Source: an optimization exercise on an open RTL-to-GDS flow (aim: small area). Production flows keep margins and buffers that such runs may drop.
At most, simulation tests tie the RTL to the original design; equivalence was not proved.
Power figures rest on the tool's default switching activity, not on a simulated workload.

## v40
// lc4_core
module lc4_core #(
   parameter logic [15:0] RESET_PC = 16'h8200  
) (
   input  logic        gwe,
   input  logic        i_rst,
   output logic [15:0] o_imem_addr,
   input  logic [15:0] i_imem_insn,
   output logic [15:0] o_dmem_addr,
   input  logic [15:0] i_dmem_rdata,
   output logic        o_dmem_we,
   output logic [15:0] o_dmem_wdata,
   output logic [15:0] o_wb_pc,
   output logic [15:0] o_wb_insn,
   output logic        o_wb_reg_we,
   output logic [2:0]  o_wb_reg_sel,
   output logic [15:0] o_wb_reg_data,
   output logic        o_wb_dmem_we,
   output logic [15:0] o_wb_dmem_addr,
   output logic [15:0] o_wb_dmem_data
);
   logic [15:0] pc;                  
   logic [15:2] pc4;                 
   logic [15:2] pre;                 
   logic [15:0] d_insn, x_insn, m_insn, w_insn;
   logic [2:0]  m_rt;                
   logic        m_use_rs;            
   logic        w_valid;             
   logic        m_valid;             
   logic [15:0] regs [8];
   logic [15:0] w_addr, w_data;
   always_ff @(posedge gwe) begin
      if (i_rst) pc <= RESET_PC - 16'd4;
      else begin
         pc[1:0] <= pc[1:0] + 2'd1;
         if (pc[1] && pc[0]) pc[15:2] <= pc4;
      end
      d_insn  <= i_imem_insn;
      x_insn  <= d_insn;
      m_insn  <= x_insn;
      w_insn  <= m_insn;
      m_rt    <= (x_insn[15:12] == 4'b0111) ? x_insn[11:9] : x_insn[2:0];
      m_use_rs <= x_insn[15:12] != 4'b1001;
      w_valid <= !i_rst && m_valid;
   end
   always_comb begin
      pre[2] = 1'b1;
      for (int i = 3; i < 16; i++) pre[i] = pre[i-1] & pc[i-1];
   end
   assign pc4 = pc[15:2] ^ pre;
   assign m_valid = w_valid || (pc[1] && pc[0]);
   assign o_imem_addr = {pc4, pc[1:0]};
   logic [3:0] m_op;
   logic       m_arith, m_logic, m_ldr, m_str, m_const, m_we, m_mem;
   assign m_op    = m_insn[15:12];
   assign m_arith = m_op == 4'b0001;
   assign m_logic = m_op == 4'b0101;
   assign m_ldr   = m_op == 4'b0110;
   assign m_str   = m_op == 4'b0111;
  ...
Settings: LEC_CHECK=0, CAP_MARGIN=20, CORE_MARGIN=2, CORE_UTILIZATION=40, CTS_CLUSTER_DIAMETER=100, CTS_CLUSTER_SIZE=35, SLEW_MARGIN=20, SYNTH_HIERARCHICAL=1, SYNTH_MINIMUM_KEEP_SIZE=0; clock period 5.0 ns.
standard.sh (not shown) runs the stock make flow with config.mk's settings and CLKGATE_MAP_FILE= SYNTH_SCRIPT=/design/flow/synth_recipe.tcl, a recipe that flattens the netlist after the stock synthesis.
==> flow/flow/run.sh <==
#!/bin/bash
set -euo pipefail
export BUFFER_PORTS_ARGS="-buffer_cell sky130_fd_sc_hd__buf_1"
export CTS_ARGS="-sink_clustering_enable -repair_clock_nets -sink_clustering_size 35 -sink_clustering_max_diameter 100 -dont_use_dummy_load"
bash standard.sh > flow_make.log 2>&1
Changes in v43 relative to v40:
Settings: swapping 35 for 30 in CTS_CLUSTER_SIZE.
==> flow/flow/run.sh <==
#!/bin/bash
set -euo pipefail
export BUFFER_PORTS_ARGS="-buffer_cell sky130_fd_sc_hd__buf_1"
export CTS_ARGS="-sink_clustering_enable -repair_clock_nets -sink_clustering_size 30 -sink_clustering_max_diameter 100 -dont_use_dummy_load"
bash standard.sh > flow_make.log 2>&1
As far as share of the clock period used by the worst path after layout is concerned, v40 and v43 perform about the same.
No stage failed in v43, and the final checks on the layout all came back clean.
The run showing the smaller worst hold slack is v43.
Post-synthesis to final-layout area growth up 0.17 points in v43 wrt v40
In the flow results for v40 and v43, the clock share of power is larger on v43.
Summary of v43 over v40: non-clock buffer count shows a reduction of 1, wire length on met2 decreased by 120 um relative to the old numbers.
[inputs] v45 vs v43
Settings: CTS_CLUSTER_SIZE changed from 30 to 25; CTS_CLUSTER_DIAMETER changed from 100 to 120.
==> flow/flow/run.sh <==
#!/bin/bash
set -euo pipefail
export BUFFER_PORTS_ARGS="-buffer_cell sky130_fd_sc_hd__buf_1"
export CTS_ARGS="-sink_clustering_enable -repair_clock_nets -sink_clustering_size 25 -sink_clustering_max_diameter 120 -dont_use_dummy_load"
bash standard.sh > flow_make.log 2>&1
Results
v45 has completed all stages; timing, DRC and antenna checks passed.
Arrival time at the worst endpoint of v43 is on par with v45.
Initial detailed-routing violation count: v45 and v43 compared, lower one is v45
Final routed wirelength across all metal layers across v45 and v43: no real change.
Function was not checked in any run of this note: the RTL went through the layout flow alone.

* * *

lc4_core, a different RTL version from the one above (not shown whole).
Size: ~850 cells after synthesis, about 170 I/O pins, ~11,000 um^2 of cells after synthesis.
==> flow/config.mk <==
export PLATFORM = sky130hd
export DESIGN_NAME = lc4_core
export DESIGN_NICKNAME = lc4_core
export VERILOG_FILES = /design/flow/design.v
export SDC_FILE = /design/flow/constraint.sdc
export NUM_CORES = 4
export LEC_CHECK = 0
export CAP_MARGIN = 20
export CORE_MARGIN = 2
export CORE_UTILIZATION = 40
export CTS_CLUSTER_DIAMETER = 120
export CTS_CLUSTER_SIZE = 25
export SLEW_MARGIN = 20
export SYNTH_HIERARCHICAL = 1
export SYNTH_MINIMUM_KEEP_SIZE = 0
==> flow/constraint.sdc <==
create_clock -name core_clock -period 5.0 [get_ports {gwe}]
set_input_delay 1.0000 -clock core_clock [delete_from_list [all_inputs] [get_ports {gwe}]]
set_output_delay 1.0000 -clock core_clock [all_outputs]
set_load 0.01 [all_outputs]
==> flow/flow/run.sh <==
#!/bin/bash
set -euo pipefail
export BUFFER_PORTS_ARGS="-buffer_cell sky130_fd_sc_hd__buf_1"
export CTS_ARGS="-sink_clustering_enable -repair_clock_nets -sink_clustering_size 25 -sink_clustering_max_diameter 120 -dont_use_dummy_load"
export RECOVER_POWER=100
bash standard.sh > flow_make.log 2>&1
The first run ran to the end with violations: capacitance limit, slew limit.
Rerun with:
==> flow/flow/run.sh (replaced) <==
#!/bin/bash
set -euo pipefail
export BUFFER_PORTS_ARGS="-buffer_cell sky130_fd_sc_hd__buf_1"
export CTS_ARGS="-sink_clustering_enable -repair_clock_nets -sink_clustering_size 25 -sink_clustering_max_diameter 120 -dont_use_dummy_load"
bash standard.sh > flow_make.log 2>&1
What happened:
- This time the run completed without violations
- clock skew hardly moves
- area after synthesis does not change
- die area stays the same
- total power grows by about 0.3%
- critical path depth does not change
- worst setup slack is better by 29 ps
- core utilization grows by 0.29 points
- clock-buffer cell count stays the same
- cell area grows by about 0.6%
- clock power is about the same
- non-clock buffer count is unchanged
Rerun with:
- GPL_TIMING_DRIVEN: not set -> 0
- worst setup slack gets worse by 190 ps
- clock skew came out lower by 5.2 ps
- flip-flop and latch count is unchanged
- clock power stays flat
Rerun with:
==> flow/flow/run.sh (replaced) <==
#!/bin/bash
set -euo pipefail
export BUFFER_PORTS_ARGS="-buffer_cell sky130_fd_sc_hd__buf_1"
export CTS_ARGS="-sink_clustering_enable -repair_clock_nets -sink_clustering_size 35 -sink_clustering_max_diameter 100 -dont_use_dummy_load"
bash standard.sh > flow_make.log 2>&1
- CTS_CLUSTER_DIAMETER: 120 -> 100
- CTS_CLUSTER_SIZE: 25 -> 35
- GPL_TIMING_DRIVEN: 0 -> not set
After rerunning: Setup slack is better by 100 ps; register-to-register slack is better by 290 ps; cell area came out lower by a few percent; non-clock buffer count came out lower by 18; sequential share of layout area came out higher by 1.3 points; combinational power came out lower by a few percent; routed wire length came out higher slightly; cell count came out lower slightly; total power came out lower by a few percent; die area stays the same; flip-flop and latch count stays the same.

* * *

## job 8071
Starting RTL as in the previous note.
Settings: LEC_CHECK=0, CAP_MARGIN=20, CORE_MARGIN=2, CORE_UTILIZATION=40, CTS_CLUSTER_DIAMETER=120, CTS_CLUSTER_SIZE=25, SLEW_MARGIN=20, SYNTH_HIERARCHICAL=1, SYNTH_MINIMUM_KEEP_SIZE=0; clock period 5.0 ns.
==> flow/flow/run.sh <==
#!/bin/bash
set -euo pipefail
export BUFFER_PORTS_ARGS="-buffer_cell sky130_fd_sc_hd__buf_1"
export CTS_ARGS="-sink_clustering_enable -repair_clock_nets -sink_clustering_size 25 -sink_clustering_max_diameter 120 -dont_use_dummy_load"
export REMOVE_ABC_BUFFERS=1
bash standard.sh > flow_make.log 2>&1
Modified inputs, job 1612 compared to job 8071
- CTS_CLUSTER_SIZE now 30, was 25
- CTS_CLUSTER_DIAMETER now 80, was 120
==> flow/flow/run.sh <==
#!/bin/bash
set -euo pipefail
export BUFFER_PORTS_ARGS="-buffer_cell sky130_fd_sc_hd__buf_1"
bash standard.sh > flow_make.log 2>&1
Of job 8071 and job 1612, job 8071 shows the higher global-route usage, with job 1612 below it. Fraction of power spent switching nets: job 1612 vs job 8071 up 0.41 points. Count of vias placed by the detailed router (job 1612 vs. job 8071) increases slightly. Job 1612 against job 8071: utilization climbed 0.94 points, post-route worst setup slack grew by 0.0086 ns. Job 1612 and job 8071 ended up with roughly the same area share of buffers outside the clock network. Fraction of met1 tracks used by global routing: higher on job 8071. Final critical delay including setup and external delays: job 1612 < job 8071. | post-route clock period utilization | lower: job 1612 |. Job 1612 vs job 8071: detailed router's first-iteration violation count up by more than 10%. Summary — wire length of the first global-routing pass, job 1612 relative to job 8071: lower, by 1.3%.
> inputs changed (job 1612 -> job 2128)
- CTS_CLUSTER_SIZE: 30 -> 25
- CTS_CLUSTER_DIAMETER: 80 -> 120
==> flow/flow/run.sh <==
#!/bin/bash
set -euo pipefail
export BUFFER_PORTS_ARGS="-buffer_cell sky130_fd_sc_hd__buf_1"
export CTS_ARGS="-sink_clustering_enable -repair_clock_nets -sink_clustering_size 25 -sink_clustering_max_diameter 120 -dont_use_dummy_load"
export POST_FLOORPLAN_TCL="$PWD/flow/recover.tcl"
bash standard.sh > flow_make.log 2>&1
==> flow/flow/recover.tcl (new file) <==
# After floorplanning: downsize cells that synthesis made larger than their
# paths need (repair_timing's power recovery); later stages repair timing,
# slew and capacitance as usual.
repair_timing -recover_power 100 -verbose
--- outcome ---
- Cell area | job 2128 vs job 1612 | job 2128 smaller
- The higher final cell count of job 1612 and job 2128 is in job 1612.
- Taking job 1612 as the reference point, the via count of the first global-routing pass of job 2128 falls by about 1%.
- On smallest setup slack after layout: job 2128 sits below job 1612.
- Diff job 1612 -> job 2128: worst-path maximum fanout increased 5; total stage count of the critical path decreased 1.
[inputs] job 2892 vs job 2128
- CORE_UTILIZATION now 55, was 40
==> flow/flow/run.sh <==
#!/bin/bash
set -euo pipefail
export BUFFER_PORTS_ARGS="-buffer_cell sky130_fd_sc_hd__buf_1"
bash standard.sh > flow_make.log 2>&1
removed: flow/flow/recover.tcl
## What came out
The met2 usage of job 2892 exceeds that of job 2128 by 12 points.
In terms of wire length reported by the detailed router, job 2892 and job 2128 differ only marginally.
Relative to job 2128, job 2892 degrades register-to-register slack.
Setup changes, job 2892 to job 2383
- CTS_CLUSTER_SIZE changed from 25 to 30
- CTS_CLUSTER_DIAMETER changed from 120 to 100
- CORE_UTILIZATION changed from 55 to 40
==> flow/flow/run.sh <==
#!/bin/bash
set -euo pipefail
export BUFFER_PORTS_ARGS="-buffer_cell sky130_fd_sc_hd__buf_1"
export CTS_ARGS="-sink_clustering_enable -repair_clock_nets -sink_clustering_size 30 -sink_clustering_max_diameter 100 -dont_use_dummy_load"
bash standard.sh > flow_make.log 2>&1
==> comparison <==
Higher net switching share of the total power among job 2892 and job 2383: job 2383
Job 2383 vs job 2892: routed wire length on met2 down by a few percent
Between job 2892 and job 2383, the pin count of the biggest net entering global routing is higher for job 2383.
Compared with job 2892, job 2383 shows a lower critical path data arrival time.
On wire length of the first global-routing pass: between job 2892 and job 2383, it ends up higher for job 2383.
Diff job 2892..job 2383 | inverter count | unchanged
The final reports for job 2383 and job 2892 show end-of-flow core utilization lower in the former.
Fmax delta for job 2383 relative to job 2892: about 2.5% higher
Between job 2383 and job 2892, the share of the final layout cell area in multi-input gates figures differ only marginally.

-- what the ideal ports hide --
In the flow no input, the clock included, has a driving cell. The finished layouts below were timed again as built, in two steps.
Step 1 sets driving cells, clkbuf_16 on the clock port and buf_2 on the other inputs (assumed; they add their load-dependent delay and slew).
Step 2, shift: input delay + t, output delay - t, t = (earliest + latest rising clock arrival at the registers) / 2. This alone moves slack from input paths to output paths.
a / b / c = ideal / step 1 / step 2; a / b = the first two.
| run | shift t [ns] | slack for setup (ns) | worst setup path after step 2 | worst slew at a driven data input, ns |
|---|---|---|---|---|
| v40 | 0.498 | 0.245 / 0.198 / 0.696 | register to output | 0.04 |
| v43 | 0.518 | 0.239 / 0.191 / 0.709 | register to output | 0.04 |
| v45 | 0.519 | 0.254 / 0.207 / 0.726 | register to output | 0.04 |
| the first run of note 2 | 0.512 | 0.318 / 0.272 / 0.422 | register to register | 0.04 |
| the second run of note 2 | 0.514 | 0.347 / 0.301 / 0.627 | register to register | 0.04 |
| the third run of note 2 | 0.514 | 0.152 / 0.108 / 0.299 | register to register | 0.04 |
| the fourth run of note 2 | 0.520 | 0.252 / 0.205 / 0.589 | register to register | 0.05 |
| job 8071 | 0.518 | 0.267 / 0.218 / 0.615 | register to register | 0.05 |
| job 1612 | 0.540 | 0.276 / 0.225 / 0.589 | register to register | 0.04 |
| job 2128 | 0.518 | 0.249 / 0.200 / 0.717 | register to register | 0.04 |
| job 2892 | 0.522 | 0.188 / 0.143 / 0.520 | register to register | 0.05 |
| job 2383 | 0.521 | 0.304 / 0.257 / 0.628 | register to register | 0.04 |
